From an optimization exercise on the open Yosys and OpenROAD flow, aimed at small area and few clock cycles; shortcuts taken in it are not production practice. At most, simulation tests tie the RTL to the original design; equivalence was not proved. Power figures rest on the tool's default switching activity, not on a simulated workload.

==> module packet_buffer, before the edit <==
module packet_buffer (
  input  logic       clock,
  input  logic       reset,
  input  logic       wr_en,
  input  logic [7:0] wdata,
  output logic       wr_slot,    
  input  logic       rd_en,
  output logic       rd_slot,    
  output logic [7:0] tap,
  output logic       full,
  output logic       empty
);
  localparam int K = 31;
  localparam logic [4:0] Z     = 5'b11111;
  localparam logic [4:0] Z_M3  = 5'b10011;   
  logic [K*8-1:0] ring;
  logic [4:0]     wt;
  logic [4:0]     rt;
  logic           lw;    
  assign tap     = ring[K*8-1 -: 8];
  assign wr_slot = (wt == Z);
  assign rd_slot = (rt == Z);
  assign full    = (wt == rt) && lw;
  assign empty   = (wt == rt) && !lw;
  always_ff @(posedge clock) begin
    ring <= {ring[K*8-9:0], wr_en ? wdata : tap};
  end
  always_ff @(posedge clock) begin
    if (reset) begin
      wt <= Z;
      rt <= Z;
      lw <= 1'b0;
    end else begin
      wt <= wr_en ? Z_M3 : {wt[3:0], wt[4] ^ wt[2]};
      rt <= rd_en ? Z_M3 : {rt[3:0], rt[4] ^ rt[2]};
      if (wr_en || rd_en) lw <= wr_en;
    end
  end
endmodule
==> flow/config.mk <==
export PLATFORM = sky130hd
export DESIGN_NAME = usb_tx_top
export DESIGN_NICKNAME = usb_tx_top
export VERILOG_FILES = /design/flow/design.v
export SDC_FILE = /design/flow/constraint.sdc
export NUM_CORES = 4
export LEC_CHECK = 0
export CAP_MARGIN = 20
export CORE_MARGIN = 2
export CORE_UTILIZATION = 70
export CTS_BUF_LIST = sky130_fd_sc_hd__clkbuf_8
export CTS_CLUSTER_DIAMETER = 50
export CTS_CLUSTER_SIZE = 18
export SLEW_MARGIN = 20
==> flow/constraint.sdc <==
create_clock -name core_clock -period 10.0 [get_ports {clock}]
set_input_delay 2.0000 -clock core_clock [delete_from_list [all_inputs] [get_ports {clock}]]
set_output_delay 2.0000 -clock core_clock [all_outputs]
set_load 0.01 [all_outputs]
standard.sh (not shown) runs the stock make flow with config.mk's settings and CLKGATE_MAP_FILE= SYNTH_SCRIPT=/design/flow/synth_recipe.tcl, a recipe that flattens the netlist after the stock synthesis.
==> flow/flow/run.sh <==
#!/bin/bash
# The standard layout with two changes: synthesis maps the logic with an
# area-oriented ABC script (flow/synth.tcl, flow/area.abc), and the port
# buffers are the smallest buffer cell. Each step's output goes to its own log.
set -euo pipefail
here=$(pwd)
export BUFFER_PORTS_ARGS="-buffer_cell sky130_fd_sc_hd__buf_1"
export AREA_ABC_SCRIPT=$here/flow/area.abc
export FLOW_SYNTH_TCL=$here/synth_recipe.tcl
sed -E "s#SYNTH_SCRIPT=('[^']*'|[^ ]*)#SYNTH_SCRIPT=$here/flow/synth.tcl#" standard.sh > area_synth.sh
grep -q "SYNTH_SCRIPT=$here/flow/synth.tcl" area_synth.sh
bash area_synth.sh synth > synth_step.log 2>&1
bash standard.sh > layout_steps.log 2>&1
==> flow/flow/area.abc <==
&get -n
&st
&deepsyn -T 20
&dch -f
&nf -R 1000
&put
topo
dnsize -c
==> flow/flow/synth.tcl <==
# The standard flow's synthesis script, with ABC's logic mapping done by the area-oriented
# script flow/area.abc instead of ORFS's speed script. Registers are untouched.
proc abc {args} {
  set new {}
  set skip 0
  foreach a $args {
    if {$skip} { set skip 0; continue }
    if {$a eq "-script"} { set skip 1; lappend new -script $::env(AREA_ABC_SCRIPT); continue }
    lappend new $a
  }
  yosys abc {*}$new
}
source $::env(FLOW_SYNTH_TCL)
Testbench counts at the start, summed over its fixed seeds: cycles 131,526.
Next try:
--- a/flow/design.v
+++ b/flow/design.v
@@ -87,12 +87,13 @@
   localparam int K = 31;
   localparam logic [4:0] Z     = 5'b11111;
   localparam logic [4:0] Z_M3  = 5'b10011;   
+  localparam logic [4:0] Z_S1  = 5'b11110;   
   logic [K*8-1:0] ring;
   logic [4:0]     wt;
   logic [4:0]     rt;
   logic           lw;    
   assign tap     = ring[K*8-1 -: 8];
-  assign wr_slot = (wt == Z);
+  assign wr_slot = (wt == Z) || empty;
   assign rd_slot = (rt == Z);
   assign full    = (wt == rt) && lw;
   assign empty   = (wt == rt) && !lw;
@@ -106,7 +107,9 @@
       lw <= 1'b0;
     end else begin
       wt <= wr_en ? Z_M3 : {wt[3:0], wt[4] ^ wt[2]};
-      rt <= rd_en ? Z_M3 : {rt[3:0], rt[4] ^ rt[2]};
+      if (rd_en) rt <= Z_M3;
+      else if (wr_en && empty) rt <= Z_S1;
+      else rt <= {rt[3:0], rt[4] ^ rt[2]};
       if (wr_en || rd_en) lw <= wr_en;
     end
   end
The changed run produced a clean layout.
Worst setup slack gets better by 0.64 ns.
Combinational power is higher by about 8%.
Cell count is higher by about 1.2%.
Sequential power hardly moves.
Global-route usage is higher by 0.24 points.
Hold slack gets better by 0.010 ns.
Clock power is higher by about 2%.
Sequential share of layout area is lower by 0.40 points.
Cell area is higher by about 0.5%.
Die area barely changes.
Power is higher by about 1.2%.
Clock skew is higher by 0.0060 ns.
Only the layout flow was run in the second run of this note; the RTL was not checked for function there.

---

The RTL this note starts from:
==> flow/design.v <==
`default_nettype none
package usb_tx_pkg;
  typedef logic [7:0] host_byte_t;
  typedef struct packed {
    logic [3:0] check;
    logic [3:0] pid_type;
  } pid_fields_t;
  typedef union packed {
    logic [7:0]  raw;
    pid_fields_t f;
  } pid_t;
  typedef struct packed {
    logic [7:0] data;
    logic       last;   
    logic       pid;    
  } buf_entry_t;
  typedef struct packed {
    logic drive;   
    logic dp;
    logic dm;
  } line_t;
endpackage
`default_nettype wire
`timescale 1ns/1ps
`default_nettype none
module host_write_port (
  input  logic                   clock,
  input  logic                   reset,
  input  logic                   req,
  input  usb_tx_pkg::host_byte_t wdata,
  output logic                   ack,
  output logic                   pid_error,
  output logic                   wr_en,
  input  logic                   wr_slot,
  input  logic                   full,
  output logic                   hdr_done,   
  input  logic                   pending
);
  logic [5:0] rem;        
  logic       pid_next;   
  logic       pid_ok;
  logic       len_in;
  logic       pid_in;
  logic       good;
  logic       last_in;
  logic       can;
  logic       accept;
  assign len_in   = (rem == '0);
  assign pid_in   = !len_in && pid_next;
  assign good     = pid_in ? (wdata[7:4] == ~wdata[3:0]) : pid_ok;
  assign last_in  = (rem == 6'd1);
  assign hdr_done = len_in || pid_in || !pid_ok;
  assign can    = len_in || !good || (wr_slot && !full && !(pid_in && pending));
  assign accept = req && !ack && can;
  assign wr_en  = accept && !len_in && good;
  always_ff @(posedge clock) begin
    if (reset) begin
      ack       <= 1'b0;
      pid_error <= 1'b0;
      rem       <= '0;
    end else begin
      ack       <= accept || (ack && req);
      pid_error <= accept && last_in && !good;
      if (accept) rem <= len_in ? wdata[5:0] : rem - 6'd1;
    end
  end
  always_ff @(posedge clock) begin
    if (accept) pid_next <= len_in;
    if (accept && pid_in) pid_ok <= good;
  end
endmodule
`default_nettype wire
`timescale 1ns/1ps
`default_nettype none
module packet_buffer (
  input  logic       clock,
  input  logic       reset,
  input  logic       wr_en,
  input  logic [7:0] wdata,
  output logic       wr_slot,    
  input  logic       rd_en,
  output logic       rd_slot,    
  output logic [7:0] tap,
  output logic       full,
  output logic       empty
);
  localparam int K = 31;
  localparam logic [4:0] Z     = 5'b11111;
  localparam logic [4:0] Z_M3  = 5'b10011;   
  localparam logic [4:0] Z_S1  = 5'b11110;   
  logic [K*8-1:0] ring;
  logic [4:0]     wt;
  logic [4:0]     rt;
  logic           lw;    
  assign tap     = ring[K*8-1 -: 8];
  assign wr_slot = (wt == Z) || empty;
  assign rd_slot = (rt == Z);
  assign full    = (wt == rt) && lw;
  assign empty   = (wt == rt) && !lw;
  always_ff @(posedge clock) begin
    ring <= {ring[K*8-9:0], wr_en ? wdata : tap};
  end
  always_ff @(posedge clock) begin
    if (reset) begin
      wt <= Z;
      rt <= Z;
      lw <= 1'b0;
    end else begin
      wt <= wr_en ? Z_M3 : {wt[3:0], wt[4] ^ wt[2]};
      if (rd_en) rt <= Z_M3;
      else if (wr_en && empty) rt <= Z_S1;
      else rt <= {rt[3:0], rt[4] ^ rt[2]};
      if (wr_en || rd_en) lw <= wr_en;
    end
  end
endmodule
`default_nettype wire
`timescale 1ns/1ps
`default_nettype none
module line_serializer (
  input  logic              clock,
  input  logic              reset,
  input  logic              hdr_done,  
  output logic              pending,   
  input  logic              rd_slot,
  input  logic              empty,
  input  logic [7:0]        tap,
  output logic              rd_en,
  output usb_tx_pkg::line_t line,
  output logic              busy
);
  typedef enum logic [2:0] {
    S_IDLE = 3'b000,
    S_SYNC = 3'b001,
    S_PID  = 3'b010,
    S_DATA = 3'b011,
    S_CRC  = 3'b100,
    S_TAIL = 3'b110    
  } state_t;
  state_t      state;
  logic [1:0]  cyc;
  logic [2:0]  ones;      
  logic [2:0]  bit_idx;
  logic [7:0]  sh;        
  logic [7:0]  nx;
  logic        nxv;
  logic        shv;       
  logic        lvl;
  logic        crc_lo;    
  logic [15:0] crc;
  logic        drained;   
  logic bit_sh, fb, hdr;
  logic tick, stuff, tail, stream, in_byte, in_crc, cur, din;
  logic bitstep, bytedone, start, preload, sh_load, se0;
  assign tick     = (cyc == 2'd3);
  assign stuff    = (ones == 3'b100);    
  assign busy     = (state != S_IDLE);
  assign tail     = (state == S_TAIL);
  assign stream   = busy && !tail;
  assign in_byte  = (state == S_PID) || (state == S_DATA);
  assign in_crc   = (state == S_CRC);
  assign bit_sh   = sh[bit_idx];
  assign cur      = (state == S_SYNC) ? (bit_idx == 3'd7) : in_crc ? ~crc[0] : bit_sh;
  assign din      = in_crc ? crc[0] : bit_sh;
  assign fb       = crc[0] ^ din;
  assign hdr      = (state == S_SYNC) || (state == S_PID);
  assign bitstep  = tick && stream && !stuff;
  assign bytedone = bitstep && (bit_idx == 3'd7);
  assign start    = !busy && hdr_done && (!empty || nxv || shv);
  assign preload  = (!busy || state == S_SYNC) && !shv && nxv;
  assign sh_load  = preload || (bytedone && in_byte && nxv);
  assign rd_en    = !nxv && rd_slot && !empty && !(busy && drained);
  assign pending  = !empty || (busy ? !drained : (nxv || shv));
  assign se0  = tail && (bit_idx[0] ^ bit_idx[1]);
  assign line = {busy, busy && !se0 && lvl, busy && !se0 && !lvl};
  always_ff @(posedge clock) begin
    if (rd_en) nx <= tap;
    if (sh_load) sh <= nx;
    if (bitstep)
      crc <= {hdr || fb, crc[15], crc[14] ^ (fb && !hdr), crc[13:2], crc[1] ^ (fb && !hdr)};
  end
  always_ff @(posedge clock) begin
    if (reset) begin
      state   <= S_IDLE;
      nxv     <= 1'b0;
      shv     <= 1'b0;
      cyc     <= '0;
      drained <= 1'b0;
      ones    <= 3'b001;
      lvl     <= 1'b1;
    end else begin
      if (tick) ones <= (stuff || !cur || tail) ? 3'b001 : {ones[1:0], ones[2] ^ ones[1]};
      if (tick && (stuff || (!cur && stream))) lvl <= !lvl;
      else if (tick && tail && bit_idx == 3'd2) lvl <= 1'b1;
      cyc     <= busy ? cyc + 2'd1 : 2'd0;
      drained <= busy && (drained || empty);
      if (rd_en) nxv <= 1'b1;
      else if (sh_load) nxv <= 1'b0;
      if (bytedone && state == S_SYNC) shv <= 1'b0;
      else if (preload) shv <= 1'b1;
      if (!busy) bit_idx <= '0;
      else if (tick && !stuff) bit_idx <= bit_idx + 3'd1;
      if (bytedone && state == S_SYNC) crc_lo <= (sh[1:0] == 2'b11);
      else if (bytedone && in_crc) crc_lo <= 1'b0;
      if (start) state <= S_SYNC;
      else if (tick) begin
        case (state)
          S_SYNC:  if (bytedone) state <= S_PID;
          S_PID, S_DATA:
            if (bytedone) state <= nxv ? S_DATA : crc_lo ? S_CRC : S_TAIL;
          S_CRC:   if (bytedone && !crc_lo) state <= S_TAIL;
          S_TAIL:  if (!stuff && bit_idx == 3'd3) state <= S_IDLE;
          default: state <= S_IDLE;
        endcase
      end
    end
  end
endmodule
`default_nettype wire
`timescale 1ns/1ps
`default_nettype none
module usb_tx_top (
  input  logic                   clock,
  input  logic                   reset,
  input  logic                   req,
  input  usb_tx_pkg::host_byte_t wdata,
  output logic                   ack,
  output logic                   pid_error,
  output usb_tx_pkg::line_t      line,
  output logic                   busy
);
  logic       wr_en;
  logic       full;
  logic       empty;
  logic       wr_slot;
  logic       rd_slot;
  logic       rd_en;
  logic [7:0] tap;
  logic       hdr_done;
  logic       pending;
  host_write_port u_host_write_port (
    .clock     (clock),
    .reset     (reset),
    .req       (req),
    .wdata     (wdata),
    .ack       (ack),
    .pid_error (pid_error),
    .wr_en     (wr_en),
    .wr_slot   (wr_slot),
    .full      (full),
    .hdr_done  (hdr_done),
    .pending   (pending)
  );
  packet_buffer u_packet_buffer (
    .clock   (clock),
    .reset   (reset),
    .wr_en   (wr_en),
    .wdata   (wdata),
    .wr_slot (wr_slot),
    .rd_en   (rd_en),
    .rd_slot (rd_slot),
    .tap     (tap),
    .full    (full),
    .empty   (empty)
  );
  line_serializer u_line_serializer (
    .clock    (clock),
    .reset    (reset),
    .hdr_done (hdr_done),
    .pending  (pending),
    .rd_slot  (rd_slot),
    .empty    (empty),
    .tap      (tap),
    .rd_en    (rd_en),
    .line     (line),
    .busy     (busy)
  );
endmodule
`default_nettype wire
clock: 10.0 ns
lec_check: 0
cap_margin: 20
core_margin: 2
core_utilization: 70
cts_buf_list: sky130_fd_sc_hd__clkbuf_8
cts_cluster_diameter: 50
cts_cluster_size: 18
slew_margin: 20
==> flow/flow/area.abc <==
&get -n
&st
&dch -f
&nf -R 1000
&put
strash
&get -n
&st
&dch -f
&nf -R 1000
&put
topo
dnsize -c
Scripts as last shown in full above: flow/flow/run.sh, flow/flow/synth.tcl
Rerun with:
--- a/flow/design.v
+++ b/flow/design.v
@@ -85,17 +85,16 @@
   output logic       empty
 );
   localparam int K = 31;
   localparam logic [4:0] Z     = 5'b11111;
   localparam logic [4:0] Z_M3  = 5'b10011;   
-  localparam logic [4:0] Z_S1  = 5'b11110;   
   logic [K*8-1:0] ring;
   logic [4:0]     wt;
   logic [4:0]     rt;
   logic           lw;    
   assign tap     = ring[K*8-1 -: 8];
-  assign wr_slot = (wt == Z) || empty;
+  assign wr_slot = (wt == Z);
   assign rd_slot = (rt == Z);
   assign full    = (wt == rt) && lw;
   assign empty   = (wt == rt) && !lw;
   always_ff @(posedge clock) begin
     ring <= {ring[K*8-9:0], wr_en ? wdata : tap};
@@ -105,13 +104,11 @@
       wt <= Z;
       rt <= Z;
       lw <= 1'b0;
     end else begin
       wt <= wr_en ? Z_M3 : {wt[3:0], wt[4] ^ wt[2]};
-      if (rd_en) rt <= Z_M3;
-      else if (wr_en && empty) rt <= Z_S1;
-      else rt <= {rt[3:0], rt[4] ^ rt[2]};
+      rt <= rd_en ? Z_M3 : {rt[3:0], rt[4] ^ rt[2]};
       if (wr_en || rd_en) lw <= wr_en;
     end
   end
 endmodule
 `default_nettype wire
The changed run finished clean.
Fmax falls by 2.9%.
Wire length is lower by 6.5%.
Flip-flop and latch count does not change.
Power is lower by 6.9%.
Hold slack gets worse by 0.0055 ns.
First-iteration DRC count increases by 22%.
Synthesized area barely changes.
Core utilization falls by 0.45 points.
Setup slack got worse by 0.12 ns.
Cell area came out lower by 0.57%.
Testbench counts after the change, summed over its fixed seeds: cycles 131,526.
Function not checked in the first run of this note: the RTL went through the layout flow alone.

## separate check: timing with driven ports
The flow's constraints put no driver on any port. The routed layouts listed below were extracted and timed again, unchanged, in two steps. Step 1 sets driving cells, clkbuf_16 on the clock port and buf_2 on the other inputs (assumed; they add their load-dependent delay and slew). Step 2 adds t to the input delays and takes it off the output delays; t is the mean of the earliest and latest rising clock arrival at the registers after step 1. Input paths then give back, and output paths get back, about the clock's delay inside the block. Slacks: ideal ports / drivers / drivers and shift; pairs: ideal ports / drivers.
run	t (ns)	setup slack, ns	clock arrival spread, ns
the first run of note 1	0.548	5.411 / 5.377 / 5.542	0.024 / 0.024
the second run of note 1	0.543	6.050 / 6.061 / 5.518	0.030 / 0.030
the first run of note 2	0.557	6.000 / 5.992 / 5.435	0.031 / 0.031
the second run of note 2	0.538	5.882 / 5.898 / 5.360	0.028 / 0.028
After both steps every run listed still meets setup and hold. For the first run of note 2, which loses most, drivers alone change the setup slack by -0.008 ns; drivers and shift together by -0.565 ns.
